This design comes from an exercise in tuning for small area and a short achievable clock period on the open sky130 flow, not from production work.
Function was checked by simulation only, so behaviour that the tests miss may differ from the original.
Power figures rest on the tool's default switching activity, not on a simulated workload.

File: design/flow/run.sh
#!/bin/bash
# synth_recipe.tcl (not shown) runs the flow's synth.tcl, then flattens the netlist and writes it again
# the make line also repeats each setting of config.mk as NAME=value (left out here)
make -C /OpenROAD-flow-scripts/flow DESIGN_CONFIG=/design/flow/config.mk WORK_HOME=/design/flow/orfs CLKGATE_MAP_FILE= SYNTH_SCRIPT=/design/flow/synth_recipe.tcl finish
File: design/flow/config.mk
export PLATFORM = sky130hd
export DESIGN_NAME = rv_fetch_decode_top
export DESIGN_NICKNAME = rv_fetch_decode_top
export VERILOG_FILES = /design/flow/design.v
export SDC_FILE = /design/flow/constraint.sdc
export NUM_CORES = 4
export LEC_CHECK = 0
export CAP_MARGIN = 20
export CORE_MARGIN = 2
export CORE_UTILIZATION = 40
export PLACE_DENSITY = 0.55
export SLEW_MARGIN = 20
export SYNTH_MEMORY_MAX_BITS = 16384
File: design/flow/constraint.sdc
create_clock -name core_clock -period 6.5 [get_ports {clk_i}]
set_input_delay 1.3000 -clock core_clock [delete_from_list [all_inputs] [get_ports {clk_i}]]
set_output_delay 1.3000 -clock core_clock [all_outputs]
set_load 0.01 [all_outputs]
File: design/flow/design.v
package rv_fetch_pkg;
	localparam int XLEN = 32;
	localparam logic [6:0] OPC_LOAD   = 7'b0000011;
	localparam logic [6:0] OPC_STORE  = 7'b0100011;
	localparam logic [6:0] OPC_OP     = 7'b0110011;
	localparam logic [6:0] OPC_OP_IMM = 7'b0010011;
	localparam logic [6:0] OPC_LUI    = 7'b0110111;
	localparam logic [6:0] OPC_AUIPC  = 7'b0010111;
	localparam logic [6:0] OPC_BRANCH = 7'b1100011;
	localparam logic [6:0] OPC_JAL    = 7'b1101111;
	localparam logic [6:0] OPC_JALR   = 7'b1100111;
	localparam logic [6:0] F7_BASE   = 7'h00;
	localparam logic [6:0] F7_ALT    = 7'h20;
	localparam logic [6:0] F7_MULDIV = 7'h01;
	typedef enum logic [3:0] {
		ALU_ADD, ALU_SUB, ALU_SLL, ALU_SLT,
		ALU_SLTU, ALU_XOR, ALU_SRL, ALU_SRA,
		ALU_OR, ALU_AND, ALU_MUL, ALU_MULH,
		ALU_MULHSU, ALU_MULHU, ALU_DIV, ALU_REM
	} alu_op_e;
	typedef enum logic [2:0] {
		BR_NONE, BR_BEQ, BR_BNE, BR_BLT,
		BR_BGE, BR_BLTU, BR_BGEU, BR_JUMP
	} branch_e;
	typedef enum logic [1:0] {
		MEM_BYTE, MEM_HALF, MEM_WORD
	} mem_size_e;
	typedef struct packed {
		logic [XLEN-1:0] pc;
		logic [XLEN-1:0] imm;
		logic [4:0]      rd;
		logic [4:0]      rs1;
		logic [4:0]      rs2;
		alu_op_e         alu_op;
		branch_e         branch;
		mem_size_e       mem_size;
		logic            alu_imm;
		logic            load;
		logic            store;
		logic            load_unsigned;
		logic            jal;
		logic            jalr;
		logic            lui;
		logic            auipc;
		logic            div_unsigned;
		logic            illegal;
	} decoded_t;
endpackage
`timescale 1ns/1ps
module rv_pc #(
	parameter logic [rv_fetch_pkg::XLEN-1:0] RESET_PC = '0,
	parameter int unsigned                   IMEM_WORDS = 64
) (
	input  logic                          clk_i,
	input  logic                          reset_i,
	input  logic                          fetch_i,
	input  logic                          redirect_i,
	input  logic [rv_fetch_pkg::XLEN-1:0] redirect_addr_i,
	output logic [IMEM_WORDS-1:0]         rd_sel_o,
	output logic [rv_fetch_pkg::XLEN-1:0] fetch_pc_o
);
	localparam int AW = $clog2(IMEM_WORDS);
	localparam logic [rv_fetch_pkg::XLEN-1:0] PC_STEP = 4;
	logic [rv_fetch_pkg::XLEN-1:0] last_q;
	logic [rv_fetch_pkg::XLEN-1:0] fetch_addr;
	logic [IMEM_WORDS-1:0]         sel_q;
	assign fetch_addr = redirect_i ? redirect_addr_i : (last_q + PC_STEP);
	always_ff @(posedge clk_i) begin
		if (reset_i) begin
			last_q <= RESET_PC - PC_STEP;
		end else if (fetch_i) begin
			last_q <= fetch_addr;
		end
	end
	always_ff @(posedge clk_i) begin
		for (int i = 0; i < IMEM_WORDS; i++) begin
			sel_q[i] <= (fetch_addr[AW+1:2] == AW'(i));
		end
	end
	assign rd_sel_o   = sel_q;
	assign fetch_pc_o = last_q;
endmodule
`timescale 1ns/1ps
module rv_imem #(
	parameter int unsigned IMEM_WORDS = 64
) (
	input  logic                          clk_i,
	input  logic [IMEM_WORDS-1:0]         rd_sel_i,
	input  logic                          load_we_i,
	input  logic [rv_fetch_pkg::XLEN-1:0] load_addr_i,
	input  logic [rv_fetch_pkg::XLEN-1:0] load_data_i,
	output logic [rv_fetch_pkg::XLEN-1:0] rdata_o
);
	localparam int AW = $clog2(IMEM_WORDS);
	logic [IMEM_WORDS-1:0][rv_fetch_pkg::XLEN-1:0] mem_q;
	logic                                          wr_en_q;
	logic [AW-1:0]                                 wr_idx_q;
	logic [rv_fetch_pkg::XLEN-1:0]                 wr_data_q;
	always_ff @(posedge clk_i) begin
		wr_en_q   <= load_we_i;
		wr_idx_q  <= load_addr_i[AW+1:2];
		wr_data_q <= load_data_i;
	end
	always_ff @(posedge clk_i) begin
		for (int i = 0; i < IMEM_WORDS; i++) begin
			if (wr_en_q && (wr_idx_q == AW'(i))) begin
				mem_q[i] <= wr_data_q;
			end
		end
	end
	always_comb begin
		rdata_o = '0;
		for (int i = 0; i < IMEM_WORDS; i++) begin
			rdata_o = rdata_o | (mem_q[i] & {rv_fetch_pkg::XLEN{rd_sel_i[i]}});
		end
	end
endmodule
`timescale 1ns/1ps
module rv_decoder (
	input  logic                          clk_i,
	input  logic                          reset_i,
	input  logic                          instr_valid_i,
	input  logic [rv_fetch_pkg::XLEN-1:0] instr_i,
	input  logic [rv_fetch_pkg::XLEN-1:0] instr_pc_i,
	output logic                          dec_valid_o,
	output rv_fetch_pkg::decoded_t        dec_o
);
	logic [6:0] opcode;
	logic [2:0] funct3;
	logic [6:0] funct7;
	logic       is_lui, is_auipc, is_jal, is_jalr, is_branch, is_load, is_store;
	logic       is_opimm, is_op;
	logic       f7_base, f7_alt, f7_muldiv;
	logic       bad;
	logic       opimm_ok, op_ok;
	rv_fetch_pkg::alu_op_e   alu_op_d;
	rv_fetch_pkg::branch_e   branch_d;
	rv_fetch_pkg::mem_size_e mem_size_d;
	assign opcode = instr_i[6:0];
	assign funct3 = instr_i[14:12];
	assign funct7 = instr_i[31:25];
	assign is_lui    = (opcode == rv_fetch_pkg::OPC_LUI);
	assign is_auipc  = (opcode == rv_fetch_pkg::OPC_AUIPC);
	assign is_jal    = (opcode == rv_fetch_pkg::OPC_JAL);
	assign is_jalr   = (opcode == rv_fetch_pkg::OPC_JALR);
	assign is_branch = (opcode == rv_fetch_pkg::OPC_BRANCH);
	assign is_load   = (opcode == rv_fetch_pkg::OPC_LOAD);
	assign is_store  = (opcode == rv_fetch_pkg::OPC_STORE);
	assign is_opimm  = (opcode == rv_fetch_pkg::OPC_OP_IMM);
	assign is_op     = (opcode == rv_fetch_pkg::OPC_OP);
	assign f7_base   = (funct7 == rv_fetch_pkg::F7_BASE);
	assign f7_alt    = (funct7 == rv_fetch_pkg::F7_ALT);
	assign f7_muldiv = (funct7 == rv_fetch_pkg::F7_MULDIV);
	assign opimm_ok = is_opimm & ~((funct3 == 3'b001) & ~f7_base) &
		~((funct3 == 3'b101) & ~f7_base & ~f7_alt);
	assign op_ok = is_op & (f7_base | f7_muldiv |
		(f7_alt & ((funct3 == 3'b000) | (funct3 == 3'b101))));
	assign bad = ~(is_lui | is_auipc | is_jal | is_jalr | is_branch | is_load |
		is_store | opimm_ok | op_ok);
	always_comb begin
		alu_op_d = rv_fetch_pkg::ALU_ADD;
		if (opimm_ok) begin
			case (funct3)
				3'b000: alu_op_d = rv_fetch_pkg::ALU_ADD;
				3'b001: alu_op_d = rv_fetch_pkg::ALU_SLL;
				3'b010: alu_op_d = rv_fetch_pkg::ALU_SLT;
				3'b011: alu_op_d = rv_fetch_pkg::ALU_SLTU;
				3'b100: alu_op_d = rv_fetch_pkg::ALU_XOR;
				3'b101: alu_op_d = f7_alt ? rv_fetch_pkg::ALU_SRA : rv_fetch_pkg::ALU_SRL;
				3'b110: alu_op_d = rv_fetch_pkg::ALU_OR;
				default: alu_op_d = rv_fetch_pkg::ALU_AND;
			endcase
		end else if (op_ok) begin
			if (f7_base) begin
				alu_op_d = rv_fetch_pkg::alu_op_e'({1'b0, funct3} +
					((funct3 > 3'b000) ? 4'd1 : 4'd0) +
					((funct3 > 3'b101) ? 4'd1 : 4'd0));
			end else if (f7_alt) begin
				alu_op_d = (funct3 == 3'b101) ? rv_fetch_pkg::ALU_SRA : rv_fetch_pkg::ALU_SUB;
			end else begin
				case (funct3)
					3'b000:         alu_op_d = rv_fetch_pkg::ALU_MUL;
					3'b001:         alu_op_d = rv_fetch_pkg::ALU_MULH;
					3'b010:         alu_op_d = rv_fetch_pkg::ALU_MULHSU;
					3'b011:         alu_op_d = rv_fetch_pkg::ALU_MULHU;
					3'b100, 3'b101: alu_op_d = rv_fetch_pkg::ALU_DIV;
					default:        alu_op_d = rv_fetch_pkg::ALU_REM;
				endcase
			end
		end
	end
	always_comb begin
		branch_d = rv_fetch_pkg::BR_NONE;
		if (is_jal | is_jalr) begin
			branch_d = rv_fetch_pkg::BR_JUMP;
		end else if (is_branch) begin
			case (funct3)
				3'b000:  branch_d = rv_fetch_pkg::BR_BEQ;
				3'b001:  branch_d = rv_fetch_pkg::BR_BNE;
				3'b100:  branch_d = rv_fetch_pkg::BR_BLT;
				3'b101:  branch_d = rv_fetch_pkg::BR_BGE;
				3'b110:  branch_d = rv_fetch_pkg::BR_BLTU;
				3'b111:  branch_d = rv_fetch_pkg::BR_BGEU;
				default: branch_d = rv_fetch_pkg::BR_NONE;
			endcase
		end
	end
	always_comb begin
		mem_size_d = rv_fetch_pkg::MEM_BYTE;
		if (is_load | is_store) begin
			case (funct3[1:0])
				2'b00:   mem_size_d = rv_fetch_pkg::MEM_BYTE;
				2'b01:   mem_size_d = rv_fetch_pkg::MEM_HALF;
				default: mem_size_d = rv_fetch_pkg::MEM_WORD;
			endcase
		end
	end
	logic [31:7]                   w_q;
	logic [rv_fetch_pkg::XLEN-1:0] pc_q;
	rv_fetch_pkg::alu_op_e         alu_op_q;
	rv_fetch_pkg::branch_e         branch_q;
	rv_fetch_pkg::mem_size_e       mem_size_q;
	logic alu_imm_q, load_q, store_q, load_unsigned_q, jal_q, jalr_q, lui_q, auipc_q;
	logic div_unsigned_q, illegal_q;
	logic s_i_q, s_s_q, s_b_q, s_u_q, s_j_q;
	logic s_ij_q, s_sb_q, s_isbj_q, s_is_q, s_isb_q, s_uj_q, s_any_q;
	logic rd_en_q, rs1_en_q, rs2_en_q;
	logic s_i, s_s, s_b, s_u, s_j;
	assign s_i = is_jalr | is_load | opimm_ok;
	assign s_s = is_store;
	assign s_b = is_branch;
	assign s_u = is_lui | is_auipc;
	assign s_j = is_jal;
	always_ff @(posedge clk_i) begin
		w_q             <= instr_i[31:7];
		pc_q            <= instr_pc_i;
		alu_op_q        <= alu_op_d;
		branch_q        <= branch_d;
		mem_size_q      <= mem_size_d;
		alu_imm_q       <= opimm_ok;
		load_q          <= is_load;
		store_q         <= is_store;
		load_unsigned_q <= is_load & funct3[2];
		jal_q           <= is_jal;
		jalr_q          <= is_jalr;
		lui_q           <= is_lui;
		auipc_q         <= is_auipc;
		div_unsigned_q  <= op_ok & f7_muldiv & funct3[2] & funct3[0];
		illegal_q       <= bad;
		s_i_q           <= s_i;
		s_s_q           <= s_s;
		s_b_q           <= s_b;
		s_u_q           <= s_u;
		s_j_q           <= s_j;
		s_ij_q          <= s_i | s_j;
		s_sb_q          <= s_s | s_b;
		s_isbj_q        <= s_i | s_s | s_b | s_j;
		s_is_q          <= s_i | s_s;
		s_isb_q         <= s_i | s_s | s_b;
		s_uj_q          <= s_u | s_j;
		s_any_q         <= s_i | s_s | s_b | s_u | s_j;
		rd_en_q         <= is_lui | is_auipc | is_jal | is_jalr | is_load | opimm_ok | op_ok;
		rs1_en_q        <= is_jalr | is_branch | is_load | is_store | opimm_ok | op_ok;
		rs2_en_q        <= is_branch | is_store | op_ok;
	end
	always_ff @(posedge clk_i) begin
		if (reset_i) begin
			dec_valid_o <= 1'b0;
		end else begin
			dec_valid_o <= instr_valid_i;
		end
	end
	always_comb begin
		dec_o               = '0;
		dec_o.pc            = pc_q;
		dec_o.imm[0]        = (s_i_q & w_q[20]) | (s_s_q & w_q[7]);
		dec_o.imm[4:1]      = ({4{s_ij_q}} & w_q[24:21]) | ({4{s_sb_q}} & w_q[11:8]);
		dec_o.imm[10:5]     = {6{s_isbj_q}} & w_q[30:25];
		dec_o.imm[11]       = (s_is_q & w_q[31]) | (s_b_q & w_q[7]) | (s_j_q & w_q[20]);
		dec_o.imm[19:12]    = ({8{s_isb_q}} & {8{w_q[31]}}) | ({8{s_uj_q}} & w_q[19:12]);
		dec_o.imm[30:20]    = ({11{s_isbj_q}} & {11{w_q[31]}}) | ({11{s_u_q}} & w_q[30:20]);
		dec_o.imm[31]       = s_any_q & w_q[31];
		dec_o.rd            = {5{rd_en_q}} & w_q[11:7];
		dec_o.rs1           = {5{rs1_en_q}} & w_q[19:15];
		dec_o.rs2           = {5{rs2_en_q}} & w_q[24:20];
		dec_o.alu_op        = alu_op_q;
		dec_o.branch        = branch_q;
		dec_o.mem_size      = mem_size_q;
		dec_o.alu_imm       = alu_imm_q;
		dec_o.load          = load_q;
		dec_o.store         = store_q;
		dec_o.load_unsigned = load_unsigned_q;
		dec_o.jal           = jal_q;
		dec_o.jalr          = jalr_q;
		dec_o.lui           = lui_q;
		dec_o.auipc         = auipc_q;
		dec_o.div_unsigned  = div_unsigned_q;
		dec_o.illegal       = illegal_q;
	end
endmodule
`timescale 1ns/1ps
module rv_fetch_decode_top #(
	parameter logic [rv_fetch_pkg::XLEN-1:0] RESET_PC   = '0,
	parameter int unsigned                   IMEM_WORDS = 64
) (
	input  logic                          clk_i,
	input  logic                          reset_i,
	input  logic                          fetch_i,
	input  logic                          redirect_i,
	input  logic [rv_fetch_pkg::XLEN-1:0] redirect_addr_i,
	input  logic                          load_we_i,
	input  logic [rv_fetch_pkg::XLEN-1:0] load_addr_i,
	input  logic [rv_fetch_pkg::XLEN-1:0] load_data_i,
	output logic                          dec_valid_o,
	output logic [rv_fetch_pkg::XLEN-1:0] dec_pc_o,
	output logic [rv_fetch_pkg::XLEN-1:0] dec_imm_o,
	output logic [4:0]                    dec_rd_o,
	output logic [4:0]                    dec_rs1_o,
	output logic [4:0]                    dec_rs2_o,
	output rv_fetch_pkg::alu_op_e         dec_alu_op_o,
	output rv_fetch_pkg::branch_e         dec_branch_o,
	output rv_fetch_pkg::mem_size_e       dec_mem_size_o,
	output logic                          dec_alu_imm_o,
	output logic                          dec_load_o,
	output logic                          dec_store_o,
	output logic                          dec_load_unsigned_o,
	output logic                          dec_jal_o,
	output logic                          dec_jalr_o,
	output logic                          dec_lui_o,
	output logic                          dec_auipc_o,
	output logic                          dec_div_unsigned_o,
	output logic                          dec_illegal_o
);
	logic [IMEM_WORDS-1:0]         rd_sel;
	logic [rv_fetch_pkg::XLEN-1:0] fetch_pc;
	logic [rv_fetch_pkg::XLEN-1:0] instr;
	logic                          instr_valid_q;
	rv_fetch_pkg::decoded_t        dec;
	rv_pc #(
		.RESET_PC(RESET_PC),
		.IMEM_WORDS(IMEM_WORDS)
	) u_pc (
		.clk_i(clk_i),
		.reset_i(reset_i),
		.fetch_i(fetch_i),
		.redirect_i(redirect_i),
		.redirect_addr_i(redirect_addr_i),
		.rd_sel_o(rd_sel),
		.fetch_pc_o(fetch_pc)
	);
	rv_imem #(
		.IMEM_WORDS(IMEM_WORDS)
	) u_imem (
		.clk_i(clk_i),
		.rd_sel_i(rd_sel),
		.load_we_i(load_we_i),
		.load_addr_i(load_addr_i),
		.load_data_i(load_data_i),
		.rdata_o(instr)
	);
	always_ff @(posedge clk_i) begin
		if (reset_i) begin
			instr_valid_q <= 1'b0;
		end else begin
			instr_valid_q <= fetch_i;
		end
	end
	rv_decoder u_decoder (
		.clk_i(clk_i),
		.reset_i(reset_i),
		.instr_valid_i(instr_valid_q),
		.instr_i(instr),
		.instr_pc_i(fetch_pc),
		.dec_valid_o(dec_valid_o),
		.dec_o(dec)
	);
	assign dec_pc_o            = dec.pc;
	assign dec_imm_o           = dec.imm;
	assign dec_rd_o            = dec.rd;
	assign dec_rs1_o           = dec.rs1;
	assign dec_rs2_o           = dec.rs2;
	assign dec_alu_op_o        = dec.alu_op;
	assign dec_branch_o        = dec.branch;
	assign dec_mem_size_o      = dec.mem_size;
	assign dec_alu_imm_o       = dec.alu_imm;
	assign dec_load_o          = dec.load;
	assign dec_store_o         = dec.store;
	assign dec_load_unsigned_o = dec.load_unsigned;
	assign dec_jal_o           = dec.jal;
	assign dec_jalr_o          = dec.jalr;
	assign dec_lui_o           = dec.lui;
	assign dec_auipc_o         = dec.auipc;
	assign dec_div_unsigned_o  = dec.div_unsigned;
	assign dec_illegal_o       = dec.illegal;
endmodule
==> summary.txt, run 1 <==
The static leakage came out at roughly 30 nW. The detailed-router iteration count before antenna repair is 9. The wire length per cell came out at approximately 45 um. The worst stage delay on the critical path is about 1.1 ns.

Adding up every negative setup slack in the final design gives 0 ns. The count of standard-cell rows is between 150 and 200. The clock tree synthesis step divided the H-tree into 4 levels.

The floorplan step defined a die boundary enclosing slightly above 200000 um2. The clock transition at the register clock pins on the worst setup and hold paths after CTS is roughly 0.06 ns. The critical path goes through buf_4 -> a221oi_1 -> nand4_1 -> or4_1 -> buf_4 -> nand2_1 -> o21a_1 -> ha_1 -> nand2b_1 -> ha_1 -> and2_1 -> a221o_1 -> a22o_1.

The category of the worst setup path launch point is a register. The worst clock skew is between 0.07 and 0.08 ns. The TritonCTS clock tree is built. The total count of hold-check failures in the final report was 0.

The type of element capturing the critical path is a register. For this run, the total global-route usage over all layers was measured as 0.3205. The library cells used most frequently in the layout, excluding fill and tap cells, are 2048 x sky130_fd_sc_hd__edfxtp_1, 477 x sky130_fd_sc_hd__a22o_1, 463 x sky130_fd_sc_hd__a221oi_1, 231 x sky130_fd_sc_hd__clkbuf_16, 172 x sky130_fd_sc_hd__clkdlybuf4s50_1. The total global routing overflow came out at 0. The placed standard-cell area is roughly 86000 um2.

Of the total synthesized cell area, the portion taken by full adders, half adders and majority gates is 0.0004670. The final count of pins violating max slew was 0. The clock tree buffer depth is 3. The first global-routing pass estimated between 400000 and 500000 um of wire. The maximum fanout encountered on the critical timing path came out at 17. The number of global-route vias before repair was 46974. The cell family contributing the most delay on the critical path is simple AND/OR/NAND/NOR gates. Detailed routing inserted a total of 51137 vias. The sequential area share after synthesis is 0.8213. In this run the worst setup path begins at u_pc.sel_q[62]. The worst hold path begins at u_pc.last_q[1]. The total net switching power is about 0.0073 W. The complex-gate fraction of the synthesized area came out at 0.1208. Synthesis instantiated between 70 and 80 different standard cells from the library. The net count of the finished layout is roughly 4700. Before CTS, the worst setup slack after placement is approximately 2.1 ns.

Post-CTS repair changed the size of 0 cells. The clock network fraction of total power is 0.415. Entering global routing, the biggest net connects 65 pins. The flow ran to the end and the layout has no timing, DRC or antenna violations. The number of primary I/O pins came out at 200. The smallest setup slack after layout came out at a little under 2 ns. The highest achievable clock rate came out at approximately 220 MHz. The ratio of total power to cell area came out at approximately 330 nW/um2. The number of remaining DRC errors came out at 0. In this run, the number of DRC markers left after iteration 0 of detailed routing was between 10000 and 15000.

Across the run, the number of max-cap violations was 0. The synthesized design contains slightly above 2000 enable-type register cells. The post-layout minimum cycle time is around 4.6 ns.

The startpoint identified for the worst register-to-register timing path is u_pc.sel_q[62]. The ratio of final minimum period to clock period is 0.7042. The area overhead of the layout relative to synthesis is 16.33%. The synthesized instance count came out at 4290. The final standard cell area without fillers came out at 93510 um2. The area used by sequential logic in the layout is around 66000 um2. The master cell of the clock root buffer is sky130_fd_sc_hd__clkbuf_16. The internal power came out at around 0.024 W. The count of endpoints failing setup in the final report is 0. Setup repair after global routing left no endpoint under its margin. For the pin with the worst max-slew slack, the measured transition is approximately 1.3 ns.

Dividing the detail-routed via count by the number of cells gives between 6 and 7. The switching part of the total is 0.2334. The routability congestion estimate from global placement came out at 0.8494. For this run, the leading register cell type out of synthesis is sky130_fd_sc_hd__edfxtp_1.

The critical path in this run is classified as reg2reg. The tightest slew margin relative to the limit came out at 0.1591. Of the total synthesized cell area, the portion taken by XOR and XNOR cells is 0.0007471. The number of nets in the synthesized netlist is around 4400. After synthesis, the largest family of logic cells by area is compound AO/OA/AOI/OAI gates. The critical path contains buffers and inverters numbering 2 combined. The count of nets left with antenna violations after detail routing came out at 0. The data required time of the critical path came out at 7.28 ns. The final wirelength came out at roughly 330000 um. The average cell area after synthesis came out at about 19 um2.

The die is 452.3 um wide. The slowest stage of the critical path is the sky130_fd_sc_hd__dfxtp_2 cell. The region available for standard cell placement spans roughly 200000 um2. The multiplexer share of the synthesized area is 0.0007783. The y dimension of the die came out at around 450 um. The port buffer count came out at 173. Leaving out fill and tap cells, the most frequent cell in the layout is sky130_fd_sc_hd__edfxtp_1. The footprint of the multi-input gates is 13580 um2. The initial antenna violation count came out at 13. After clock tree synthesis, the setup repair step added 0 buffers. The fraction of final layout cells with drive strength greater than 1 is 0.1475. The combinational group share of total power came out at 0.054. The share of total power dissipated in sequential elements is 0.531.

The filler cell count in the final layout came out at about 17000. The number of buffers inserted by hold repair at cts came out at 0. The type of the worst min-delay path is reg2reg. The CTS buffer count is 230.

The number of warnings reported in the yosys synthesis log is 4. The worst vdd rail ir drop came out at 0.3058 mV. Synthesis inferred about 2300 register bits.

The cell area after synthesis came out at between 80000 and 90000 um2. The fraction of registers with async set or reset after synthesis is 0. Clock latency on the worst-skew pair, taken at its later pin, is between 0.9 and 1 ns.

The starting density of the core is 0.4026. Of the total synthesized cell area, the portion taken by AND, OR, NAND and NOR gates is 0.04011. The HPWL after detailed placement is 175800 um. The CTS sink count came out at 2274. The arrival time at the worst endpoint came out at 5.35 ns.
cell families after synthesis:
kind of cell | after synthesis
buf+inv | 245
mux | 6
simple gates | 610
flops | 2274
xor+xnor | 6
fa+ha+maj | 3
compound gates | 1146
final cells by class:
class,instances,area share
Timing Repair Buffer,348,0.03313
Sequential cell,2274,0.7077
Inverter,13,0.0005218
Clock inverter,130,0.01179
Antenna cell,13,0.0003479
Tap cell,2656,0.03554
Clock buffer,299,0.06572
Multi-Input combinational cell,1771,0.1453
per-layer routing:
| layer | GRT usage | up-vias | share of wire |
|---|---|---|---|
| li1 | - | 18855 | - |
| met1 | 0.4343 | 26784 | 0.36 |
| met2 | 0.4791 | 4633 | 0.44 |
| met3 | 0.08494 | 859 | 0.14 |
| met4 | 0.1570 | 6 | 0.055 |
| met5 | 0 | - | 0.00025 |
path summary, 6_finish.rpt:
| check | to | slack [ns] | cells past startpoint |
|---|---|---|---|
| min reg2reg | u_decoder.pc_q[1] | 0.35 | 0 |
| max reg2reg | u_decoder.alu_op_q[1] | 1.92 | 13 |
| min | u_decoder.pc_q[1] | 0.35 | 0 |
| max | u_decoder.alu_op_q[1] | 1.92 | 13 |
cells in the mapped netlist, drive strengths merged, types with 32 or more instances:
| cell | n | area share |
|---|---|---|
| edfxtp | 2048 | 0.77 |
| or4 | 32 | 0.0035 |
| a22oi | 90 | 0.0084 |
| nand4 | 132 | 0.010 |
| buf | 149 | 0.011 |
| clkbuf | 83 | 0.0039 |
| a21oi | 39 | 0.0024 |
| nand2 | 129 | 0.0061 |
| a22o | 477 | 0.052 |
| nor2 | 167 | 0.0079 |
| dfxtp | 226 | 0.056 |
| a221oi | 468 | 0.051 |
metrics by stage:
| step | cells | power (W) | hold WS (ns) | utilization |
|---|---|---|---|---|
| after global placement | 7057 | 0.01842 | 0.3409 | 0.4313 |
| after floorplan | 4290 | 0.01749 | 0.3306 | - |
| after CTS | 7490 | 0.03107 | 0.3504 | 0.4680 |
| after detailed placement | 7061 | 0.01844 | 0.3426 | 0.4317 |
| after global routing | 7495 | 0.03172 | 0.3571 | 0.4683 |
| final | 7504 | 0.03107 | 0.3517 | 0.4684 |
worst register-to-register path, stage by stage (launching register included):
cell and delay, ns:
sky130_fd_sc_hd__dfxtp_2 1.06, sky130_fd_sc_hd__buf_4 0.60, sky130_fd_sc_hd__a221oi_1 0.18, sky130_fd_sc_hd__nand4_1 0.21
sky130_fd_sc_hd__or4_1 0.64, sky130_fd_sc_hd__buf_4 0.32, sky130_fd_sc_hd__nand2_1 0.10, sky130_fd_sc_hd__o21a_1 0.13
sky130_fd_sc_hd__ha_1 0.18, sky130_fd_sc_hd__nand2b_1 0.14, sky130_fd_sc_hd__ha_1 0.28, sky130_fd_sc_hd__and2_1 0.14
sky130_fd_sc_hd__a221o_1 0.29, sky130_fd_sc_hd__a22o_1 0.22
flip-flops by register name, summed over array words and instances (netlist names), 2 cells and up:
signal / cells
u_decoder.w_q: 25
u_decoder.branch_q: 3
u_imem.mem_q: 2048
u_decoder.alu_op_q: 4
u_imem.wr_idx_q: 6
u_decoder.mem_size_q: 2
u_pc.sel_q: 64
u_imem.wr_data_q: 32
u_pc.last_q: 32
u_decoder.pc_q: 32
power by group through the flow:
| stage | sequential (W) | combinational, W | clock [W] |
|---|---|---|---|
| 3_5_place_dp | 0.0168 | 0.00163 | 0 |
| 4_1_cts | 0.0165 | 0.00163 | 0.0129 |
| 6_report | 0.0165 | 0.00166 | 0.0129 |
| 3_3_place_gp | 0.0168 | 0.00163 | 0 |
| 5_1_grt | 0.0165 | 0.00172 | 0.0135 |
| 2_1_floorplan | 0.0166 | 0.000838 | 0 |
==> run 2: changes to the inputs <==
--- a/design/flow/config.mk
+++ b/design/flow/config.mk
@@ -5,9 +5,11 @@
 export SDC_FILE = /design/flow/constraint.sdc
 export NUM_CORES = 4
 export LEC_CHECK = 0
+export ABC_CLOCK_PERIOD_IN_PS = 3000
 export CAP_MARGIN = 20
 export CORE_MARGIN = 2
 export CORE_UTILIZATION = 40
 export PLACE_DENSITY = 0.55
+export SETUP_SLACK_MARGIN = 3.5
 export SLEW_MARGIN = 20
 export SYNTH_MEMORY_MAX_BITS = 16384
==> run 2 against run 1 <==
Register-to-register slack improved by 0.93 ns. Still clean. Highest routed layer unchanged. Setup slack gained 0.93 ns. Synthesized cell count did not move. Critical path type unchanged. Sequential cell count stayed put. Via count up 2.4%. Final cell count increased by 2.1%. Sequential share of layout area fell by 2.3 points. Clock power hardly changed.
==> summary.txt, run 2 <==
The cell area after synthesis is 80380 um2 (unchanged). The number of cells on the worst reg-to-reg path came to 13 (unchanged). The clock transition at the register clock pins on the worst setup and hold paths after CTS came out at 0.06 ns (about the same). The count of nets left with antenna violations after detail routing is 0 (unchanged). The multiplexer share of the synthesized area is 0.0007783 (unchanged). Counting flops per register, the top entry is u_imem.mem_q. The highest achievable clock rate came out at 274.2 MHz (+25%). Walking the worst path, the cells encountered are buf_16 -> a22o_1 -> a221oi_2 -> nand4_1 -> or4_4 -> or2_4 -> o21a_1 -> ha_2 -> nand2b_4 -> ha_4 -> and2_1 -> a221o_1 -> a22o_1. The count of endpoints failing setup in the final report came out at 0 (unchanged). The maximum fanout encountered on the critical timing path is 16 (-1). The y dimension of the die is 452.3 um (unchanged). The per-cell via count in the routed design is 6.835 (+0.30%). The worst register-to-register path begins at u_pc.sel_q[39]. The routability congestion estimate from global placement is 0.8418 (-0.89%). The ratio of final minimum period to clock period came out at 0.5612 (-0.1430). The complex-gate fraction of the synthesized area is 0.1208 (unchanged). The detailed-route via count came out at 52385 (+2.4%). The overall track demand over capacity in global routing is 0.3319 (+0.01144).

The register bit count reported by yosys is 2274 (unchanged). The fraction of registers with async set or reset after synthesis was 0 (unchanged). The post-layout minimum cycle time is 3.648 ns (-0.9297 ns). The number of primary I/O pins came out at 200 (unchanged).

The number of nets in the synthesized netlist is 4394 (unchanged). The synthesized instance count came out at 4290 (unchanged). The overall die width came to 452.3 um (unchanged). The ratio of total power to cell area came out at 325.9 nW/um2 (-1.9%). The first-pass GRT wire length is 449600 um (+3.0%).

The average cell area after synthesis is 18.74 um2 (unchanged). The number of remaining DRC errors was 0 (unchanged). The number of levels in the clock H-tree is 4 (unchanged). The total count of hold-check failures in the final report was 0 (unchanged). The largest registers in the layout are u_imem.mem_q x2048, u_pc.sel_q x64. The number of global-route vias before repair was 47755 (+1.7%). The final count of pins violating max slew came to 0 (unchanged). The CTS buffer count is 229 (-0.43%). The worst stage delay on the critical path came out at 0.71 ns (-0.35 ns). The top cell types in the final layout, fill and taps aside, are 2048 x sky130_fd_sc_hd__edfxtp_1, 477 x sky130_fd_sc_hd__a22o_1, 427 x sky130_fd_sc_hd__a221oi_1, 233 x sky130_fd_sc_hd__clkbuf_16, 214 x sky130_fd_sc_hd__buf_4. The worst hold path terminates at u_decoder.pc_q[0].

The worst register-to-register path ends at u_decoder.alu_op_q[1]. The post-synthesis cell type count came to 74 (unchanged). Leaving out fill and tap cells, the most frequent cell in the layout is sky130_fd_sc_hd__edfxtp_1.

The critical path is of the reg2reg type. The initial antenna violation count is 17 (+4). The wire length per cell is 45.29 um (+1.7%).

After synthesis, the most frequently instantiated cells are 2048 x sky130_fd_sc_hd__edfxtp_1, 477 x sky130_fd_sc_hd__a22o_1, 463 x sky130_fd_sc_hd__a221oi_1, 226 x sky130_fd_sc_hd__dfxtp_1, 165 x sky130_fd_sc_hd__nor2_1. The type of element capturing the critical path is a register. Setup repair after global routing could not meet its margin everywhere.

The number of DRC markers in iteration 0 is 11774 (+6.3%). The final wirelength is 347100 um (+3.9%). After synthesis, the cell types taking the most area are sky130_fd_sc_hd__edfxtp_1 77%, sky130_fd_sc_hd__dfxtp_1 5.6%, sky130_fd_sc_hd__a22o_1 5.2%. The flow ran to the end and the layout has no timing, DRC or antenna violations. By instance count, the leading cell after synthesis is sky130_fd_sc_hd__edfxtp_1.

The data required time of the critical path is 7.30 ns (+0.02 ns). The net count reported at finish came out at 4908 (+3.5%). The CTS sink count is 2274 (unchanged). The number of max-cap violations came out at 0 (unchanged). The detailed-router iteration count before antenna repair is 8 (-1). In this run the most critical hold path is launched from u_pc.last_q[0]. The die area is 204600 um2 (unchanged). The clock tree buffer depth is 3 (unchanged). The number of flip-flops in the largest register came to 2048 (unchanged). The area of the core came out at 199700 um2 (unchanged). TritonCTS built the clock tree. The top-area cell type share of the netlist area was 0.7651 (unchanged). The pin slew with the least headroom to its limit is 1.208 ns (-0.05016 ns). The worst-path cell with the longest stage delay is sky130_fd_sc_hd__or4_4.

The fraction of synthesized cell area in xor and xnor cells came out at 0.0007471 (unchanged). By area, the combinational part of the netlist is dominated by compound AO/OA/AOI/OAI gates. The later-pin clock latency in the skew report is 0.90 ns (about the same). The maximum number of pins on one net before global-route repair came out at 65 (unchanged). The static leakage is 31.41 nW (+5.4%). The area overhead of the layout relative to synthesis came out at 20.37%. The worst vdd rail ir drop is 0.3072 mV (+0.46%). The HPWL after detailed placement came out at 173900 um (-1.0%).

The synthesized-area fraction occupied by adder cells is 0.0004670 (unchanged). The count of standard-cell rows is 164 (unchanged). STA classifies the critical path startpoint as a register. The port buffer count is 173 (unchanged).

The arrival time at the worst endpoint came out at 4.44 ns (-0.91 ns). The starting density of the core was 0.4026 (unchanged). The master cell of the clock root buffer is sky130_fd_sc_hd__clkbuf_16. The count of flip-flops with a built-in enable after synthesis came out at 2048 (unchanged). The fraction of final layout cells with drive strength greater than 1 is 0.2008 (+0.05333). The worst setup slack for register-to-register paths came out at 2.85 ns (+0.93 ns).

The number of instances on the worst hold path was 0 (unchanged). In the synthesized netlist the dominant register cell turns out to be sky130_fd_sc_hd__edfxtp_1. The number of warnings reported in the yosys synthesis log came to 4 (unchanged).

The cell taking the most area after synthesis is sky130_fd_sc_hd__edfxtp_1. The simple logic cell fraction of the synthesized area came to 0.04011 (unchanged). The tightest slew margin relative to the limit is 0.1946 (+0.03543).

The worst clock skew came out at 0.07151 ns (-0.0002272 ns). In this design, the critical path's most frequently occurring cell is sky130_fd_sc_hd__a22o_1. The total global routing overflow is 0 (unchanged). The overall power after layout was 0.03153 W (+1.5%). The final setup TNS is 0 ns (unchanged). The sequential area share after synthesis is 0.8213 (unchanged). The type of the worst min-delay path is reg2reg.
run 2: cell counts after synthesis:
Identical to the previous run, type by type.
run 2: cells by family (layout without fill, tap and decap cells):
family	count (synthesis)	in the layout
other cells	0	13
compound gates	1146	1146
flops	2274	2274
fa+ha+maj	3	3
xor+xnor	6	6
simple gates	610	610
buf+inv	245	950
mux	6	6
run 2: worst max path at each step:
stage	from	to	slack (ns)	cells after the start
6_report	u_pc.sel_q[39]	u_decoder.alu_op_q[1]	2.85	13
5_1_grt	u_pc.sel_q[39]	u_decoder.alu_op_q[1]	2.87	13
4_1_cts	u_pc.sel_q[30]	u_decoder.alu_op_q[1]	2.95	14
3_5_place_dp	u_pc.sel_q[23]	u_decoder.alu_op_q[1]	2.25	14
3_3_place_gp	u_pc.sel_q[23]	u_decoder.alu_op_q[1]	2.25	14
2_1_floorplan	u_pc.sel_q[23]	u_decoder.alu_op_q[1]	3.10	15
run 2: worst max-delay path, delay by kind of cell (launching register included):
| family | cells | cell delay, ns |
|---|---|---|
| flip-flops | 1 | 0.36 |
| adder cells (fa/ha/maj) | 2 | 0.36 |
| buffers and inverters | 1 | 0.17 |
| AND/OR/NAND/NOR | 5 | 1.51 |
| AO/OA/AOI/OAI | 5 | 1.13 |
run 2: final cells by class:
cell class | instances | area (um2)
antenna | 13 | 32.53
timing repair buffer | 515 | 5558
clock inverter | 118 | 1180
tap | 2656 | 3323
clock buffer | 304 | 6175
inverter | 13 | 51.30
sequential | 2274 | 66280
fill | 16532 | 102900
multi-input combinational | 1771 | 14160
run 2: metal layers:
layer,global-route usage,wire (um)
met1,0.4428,122200
met2,0.4894,150000
met3,0.1020,52520
met4,0.1714,22180
met5,0,260
run 2: where the power goes:
group	leakage, nW	switching [W]	internal [W]
registers	20.3	0.000338	0.0162
clock network	3.57	0.00581	0.00722
logic	7.51	0.00127	0.000741
total	31.4	0.00742	0.0241
run 2: stage by stage:
stage	area (um2)	hold WS [ns]	worst slack (ns)	util	cells
final	96760	0.3524	2.852	0.4846	7664
after global routing	96750	0.3614	2.865	0.4846	7661
after CTS	96080	0.3563	2.949	0.4813	7627
after detailed placement	86240	0.3478	2.252	0.4319	7061
after global placement	86160	0.3385	2.248	0.4315	7058
after floorplan	80460	0.3306	3.099	-	4290
run 2: repair_timing:
action	4_1_cts	5_1_grt
pin swaps	77	28
hold buffers	0	0
resized for setup	473	77
cloned	6	2
buffers inserted	138	19
endpoints found under the setup margin	844	140
==> run 3: changes to the inputs <==
--- a/design/flow/config.mk
+++ b/design/flow/config.mk
@@ -8,8 +8,9 @@
 export ABC_CLOCK_PERIOD_IN_PS = 3000
 export CAP_MARGIN = 20
 export CORE_MARGIN = 2
-export CORE_UTILIZATION = 40
-export PLACE_DENSITY = 0.55
+export CORE_UTILIZATION = 55
+export CTS_BUF_LIST = sky130_fd_sc_hd__clkbuf_4 sky130_fd_sc_hd__clkbuf_8
+export PLACE_DENSITY = 0.65
 export SETUP_SLACK_MARGIN = 3.5
 export SLEW_MARGIN = 20
 export SYNTH_MEMORY_MAX_BITS = 16384
==> run 3 against run 2 <==
Die area fell by 27%. Combinational power about the same. Via count increased by 2.4%. Sequential cell count is the same. Final area decreased by 1.5%. Largest power group unchanged.
==> summary.txt, run 3 <==
The register bit count reported by yosys came out at 2274 (unchanged). The routability congestion estimate from global placement is 0.8538 (+1.4%). The most common library cell in the layout ignoring fill and taps is sky130_fd_sc_hd__edfxtp_1. The number of levels in the clock H-tree came out at 5 (+1). The highest achievable clock rate came out at 270.3 MHz (-1.4%). The top-area cell type share of the netlist area came out at 0.7651 (unchanged). The arrival time at the worst endpoint came out at 4.60 ns (+0.16 ns). Compared with the post-synthesis result, the final layout area differs by 18.58%. The worst stage delay on the critical path came out at 0.61 ns (-0.10 ns). The total global routing overflow came out at 0 (unchanged). The category of the worst setup path launch point is a register. The number of warnings reported in the yosys synthesis log came out at 4 (unchanged). The count of flip-flops with a built-in enable after synthesis came out at 2048 (unchanged).

The pin slew with the least headroom to its limit is 1.270 ns (+0.06234 ns). The final setup TNS came to 0 ns (unchanged). The clock network fraction of total power came out at 0.392 (-0.021). The number of max-cap violations is 0 (unchanged). The port buffer count is 173 (unchanged).

The static leakage is 31.47 nW (+0.19%). The internal power was 0.02330 W (-3.4%). The overall track demand over capacity in global routing is 0.4336 (+0.1017).

The worst clock skew was 0.05622 ns (-0.01529 ns). The number of global-route vias before repair is 49190 (+3.0%). The number of nets in the synthesized netlist is 4394 (unchanged). The starting density of the core was 0.5529 (+0.1503). The ratio of final minimum period to clock period was 0.5691 (+0.007934). The post-layout minimum cycle time came to 3.699 ns (+0.05157 ns). The post-synthesis cell type count is 74 (unchanged). The number of flip-flops in the largest register is 2048 (unchanged). The count of nets left with antenna violations after detail routing is 0 (unchanged). The largest registers in the layout are u_imem.mem_q x2048, u_pc.sel_q x64. The final wirelength is 325500 um (-6.2%). The worst hold path belongs to the class reg2reg. CTS placed an instance of sky130_fd_sc_hd__clkbuf_8 at the clock tree root.

The critical path in this run is classified as reg2reg. Setup repair after global routing could not meet its margin everywhere. The sequential group share of total power was 0.542 (+0.019).

The detailed-route via count is 53617 (+2.4%). The clock transition at the register clock pins on the worst setup and hold paths after CTS is 0.07 ns (about the same). In the layout the commonest cells are 2048 x sky130_fd_sc_hd__edfxtp_1, 477 x sky130_fd_sc_hd__a22o_1, 422 x sky130_fd_sc_hd__a221oi_1, 388 x sky130_fd_sc_hd__clkbuf_8, 196 x sky130_fd_sc_hd__buf_4. The maximum number of pins on one net before global-route repair is 65 (unchanged). The register with the most flip-flops in the final layout is u_imem.mem_q. STA classifies the critical path endpoint as a register. Summed over all instances, the cell type with the most area after synthesis is sky130_fd_sc_hd__edfxtp_1. TritonCTS built the clock tree.

The per-cell via count in the routed design is 7.529 (+10%). The combinational group share of total power came out at 0.066 (+0.002). The final instance count without filler cells is 7121 (-7.1%). The later-pin clock latency in the skew report is 1.06 ns (+0.16 ns). The worst vdd rail ir drop is 0.1765 mV (-43%). The switching part of the total is 0.2344 (-0.0009205). The count of endpoints failing setup in the final report is 0 (unchanged). The worst path buffer plus inverter count is 1 (unchanged).

The CTS buffer count came out at 364 (+59%). The wire length per cell is 45.71 um (+0.92%). By area the synthesized netlist is led by sky130_fd_sc_hd__edfxtp_1 77%, sky130_fd_sc_hd__dfxtp_1 5.6%, sky130_fd_sc_hd__a22o_1 5.2%. For this design, the slowest cell found on the critical path is sky130_fd_sc_hd__or4_4. The maximum fanout encountered on the critical timing path was 10 (-6). The area of the core came out at 145400 um2 (-27%).

Broken down by cell family, the worst path's largest delay share belongs to simple AND/OR/NAND/NOR gates. The net count reported at finish came out at 5027 (+2.4%). The tightest slew margin relative to the limit is 0.1530 (-0.04156). The commonest cells after synthesis are 2048 x sky130_fd_sc_hd__edfxtp_1, 477 x sky130_fd_sc_hd__a22o_1, 463 x sky130_fd_sc_hd__a221oi_1, 226 x sky130_fd_sc_hd__dfxtp_1, 165 x sky130_fd_sc_hd__nor2_1. The average cell area after synthesis came out at 18.74 um2 (unchanged). The number of DRC markers in iteration 0 came out at 11810 (+0.31%). The number of primary I/O pins came out at 200 (unchanged).

The cell area after synthesis came out at 80380 um2 (unchanged). The number of remaining DRC errors came to 0 (unchanged). The fraction of registers with async set or reset after synthesis came out at 0 (unchanged). Yosys instantiated no cell more often than sky130_fd_sc_hd__edfxtp_1. The y dimension of the die was 386.3 um (-15%). The flow ran to the end and the layout has no timing, DRC or antenna violations. Walking the worst path, the cells encountered are buf_6 -> a221oi_1 -> nand4_1 -> or4_4 -> or2_4 -> o21a_1 -> ha_2 -> nand2b_4 -> ha_4 -> and2_1 -> a221o_1 -> a22o_1. In the synthesized netlist the dominant register cell turns out to be sky130_fd_sc_hd__edfxtp_1. The initial antenna violation count is 17 (unchanged). The data required time of the critical path came out at 7.40 ns (+0.10 ns). The HPWL after detailed placement was 160600 um (-7.7%).

The final standard cell area without fillers is 95320 um2 (-1.5%). The clock tree buffer depth was 4 (+1). The sequential area share after synthesis is 0.8213 (unchanged). The total placed cells including tap cells came out at 6306 (-11%). The ratio of total power to cell area came out at 319.2 nW/um2 (-2.1%). The final count of pins violating max slew is 0 (unchanged). The total count of hold-check failures in the final report came to 0 (unchanged). The CTS sink count came out at 2274 (unchanged). The synthesized instance count came out at 4290 (unchanged).

The total net switching power is 0.007131 W (-3.9%). The die area came out at 149200 um2 (-27%). The detailed-router iteration count before antenna repair is 6 (-2).

The overall die width is 386.3 um (-15%). The fraction of final layout cells with drive strength greater than 1 is 0.2409 (+0.04014). The placed standard-cell area is 85180 um2 (-1.2%). The first-pass GRT wire length came to 425900 um (-5.3%). The count of standard-cell rows is 140 (-15%).
-- run 3: changes by cell type in the layout (fill, tap and decap cells not counted), sizes merged --
cell	change
clkdlybuf4s15	-4
clkbuf	+220
bufbuf	+2
dlygate4sd2	-5
inv	-8
clkinv	+3
diode	+3
bufinv	-10
clkinvlp	+2
clkdlybuf4s50	-1
buf	-6
-- run 3: worst reg2reg max path, delay by kind of cell (launching register included) --
| family | cells | cell delay [ns] |
|---|---|---|
| fa+ha+maj | 2 | 0.36 |
| buf+inv | 1 | 0.26 |
| simple gates | 5 | 1.43 |
| flops | 1 | 0.47 |
| compound gates | 4 | 1.04 |
-- run 3: logic make-up after synthesis --
logic type,synth area share
compound gates,0.1208
xor+xnor,0.0007473
fa+ha+maj,0.0004670
buf+inv,0.01570
flops,0.8213
mux,0.0007783
simple gates,0.04011
-- run 3: repair_timing --
action                                  CTS  global route
gates cloned                              8             1
pin swaps                                50            29
endpoints found under the hold margin     0             0
hold buffers                              0             0
gates resized for setup                 553            64
setup buffers                           130            27
endpoints found under the setup margin  507           174
-- run 3: path summary, 6_finish.rpt --
path	slack (ns)	end	cells after the start	from
min	0.34	u_decoder.pc_q[0]	0	u_pc.last_q[0]
min reg2reg	0.34	u_decoder.pc_q[0]	0	u_pc.last_q[0]
max	2.80	u_decoder.alu_op_q[1]	12	u_pc.sel_q[38]
max reg2reg	2.80	u_decoder.alu_op_q[1]	12	u_pc.sel_q[38]
-- run 3: routing by layer --
metal | part of all wire | track usage
met5 | 0.00049 | 0.006173
met4 | 0.086 | 0.2969
met3 | 0.18 | 0.1673
met2 | 0.42 | 0.6141
met1 | 0.32 | 0.5530
-- run 3: through the flow --
stage | hold slack, ns | utilization | total power, W | setup slack [ns]
global placement | 0.3413 | 0.5854 | 0.01836 | 2.006
floorplan | 0.3306 | - | 0.01751 | 3.099
detailed placement | 0.3489 | 0.5859 | 0.01839 | 1.914
finish | 0.3447 | 0.6556 | 0.03043 | 2.801
CTS | 0.3369 | 0.6512 | 0.03022 | 2.905
global route | 0.3535 | 0.6554 | 0.03104 | 2.781
-- run 3: cell type report --
class,count,area [um2]
Multi-Input combinational cell,1771,14140
Tap cell,1917,2399
Clock inverter,105,548.0
Fill cell,9838,50070
Sequential cell,2274,66320
Antenna cell,16,40.04
Timing Repair Buffer,499,5450
Inverter,13,50.05
Clock buffer,526,6376
-- run 3: power by group through the flow --
| stage | clock network [W] | registers [W] | logic, W |
|---|---|---|---|
| 6_report | 0.0119 | 0.0165 | 0.00201 |
| 5_1_grt | 0.0125 | 0.0165 | 0.00204 |
| 4_1_cts | 0.0119 | 0.0165 | 0.00185 |
| 3_5_place_dp | 0 | 0.0168 | 0.00158 |
| 3_3_place_gp | 0 | 0.0168 | 0.00156 |
| 2_1_floorplan | 0 | 0.0166 | 0.000857 |

==> afterwards: timing with drivers on the ports <==
In the flow no input, the clock included, has a driving cell. The finished layouts below were timed again as built, in two steps. Step 1 assumes that a clkbuf_16 drives the clock port and a buf_2 every other input. Step 2 times the ports against the registers' clock, not the clock port: input delays grow and output delays shrink by t, the midpoint of the rising clock arrivals with the driver on. a / b / c = ideal / step 1 / step 2; a / b = the first two.
| run | t (ns) | slack for setup (ns) | worst setup path after step 2 | cell pins on the clock port's net |
|---|---|---|---|---|
| run 1 | 0.966 | 1.923 / 1.923 / 1.923 | register to register | 1 |
| run 2 | 0.960 | 2.852 / 2.852 / 2.824 | input to register | 1 |
| run 3 | 1.112 | 2.801 / 2.801 / 2.798 | input to register | 1 |
After both steps every run listed still meets setup and hold. The setup slack of run 2, which loses most, moves by 0.000 ns with the drivers and by -0.028 ns with both steps.
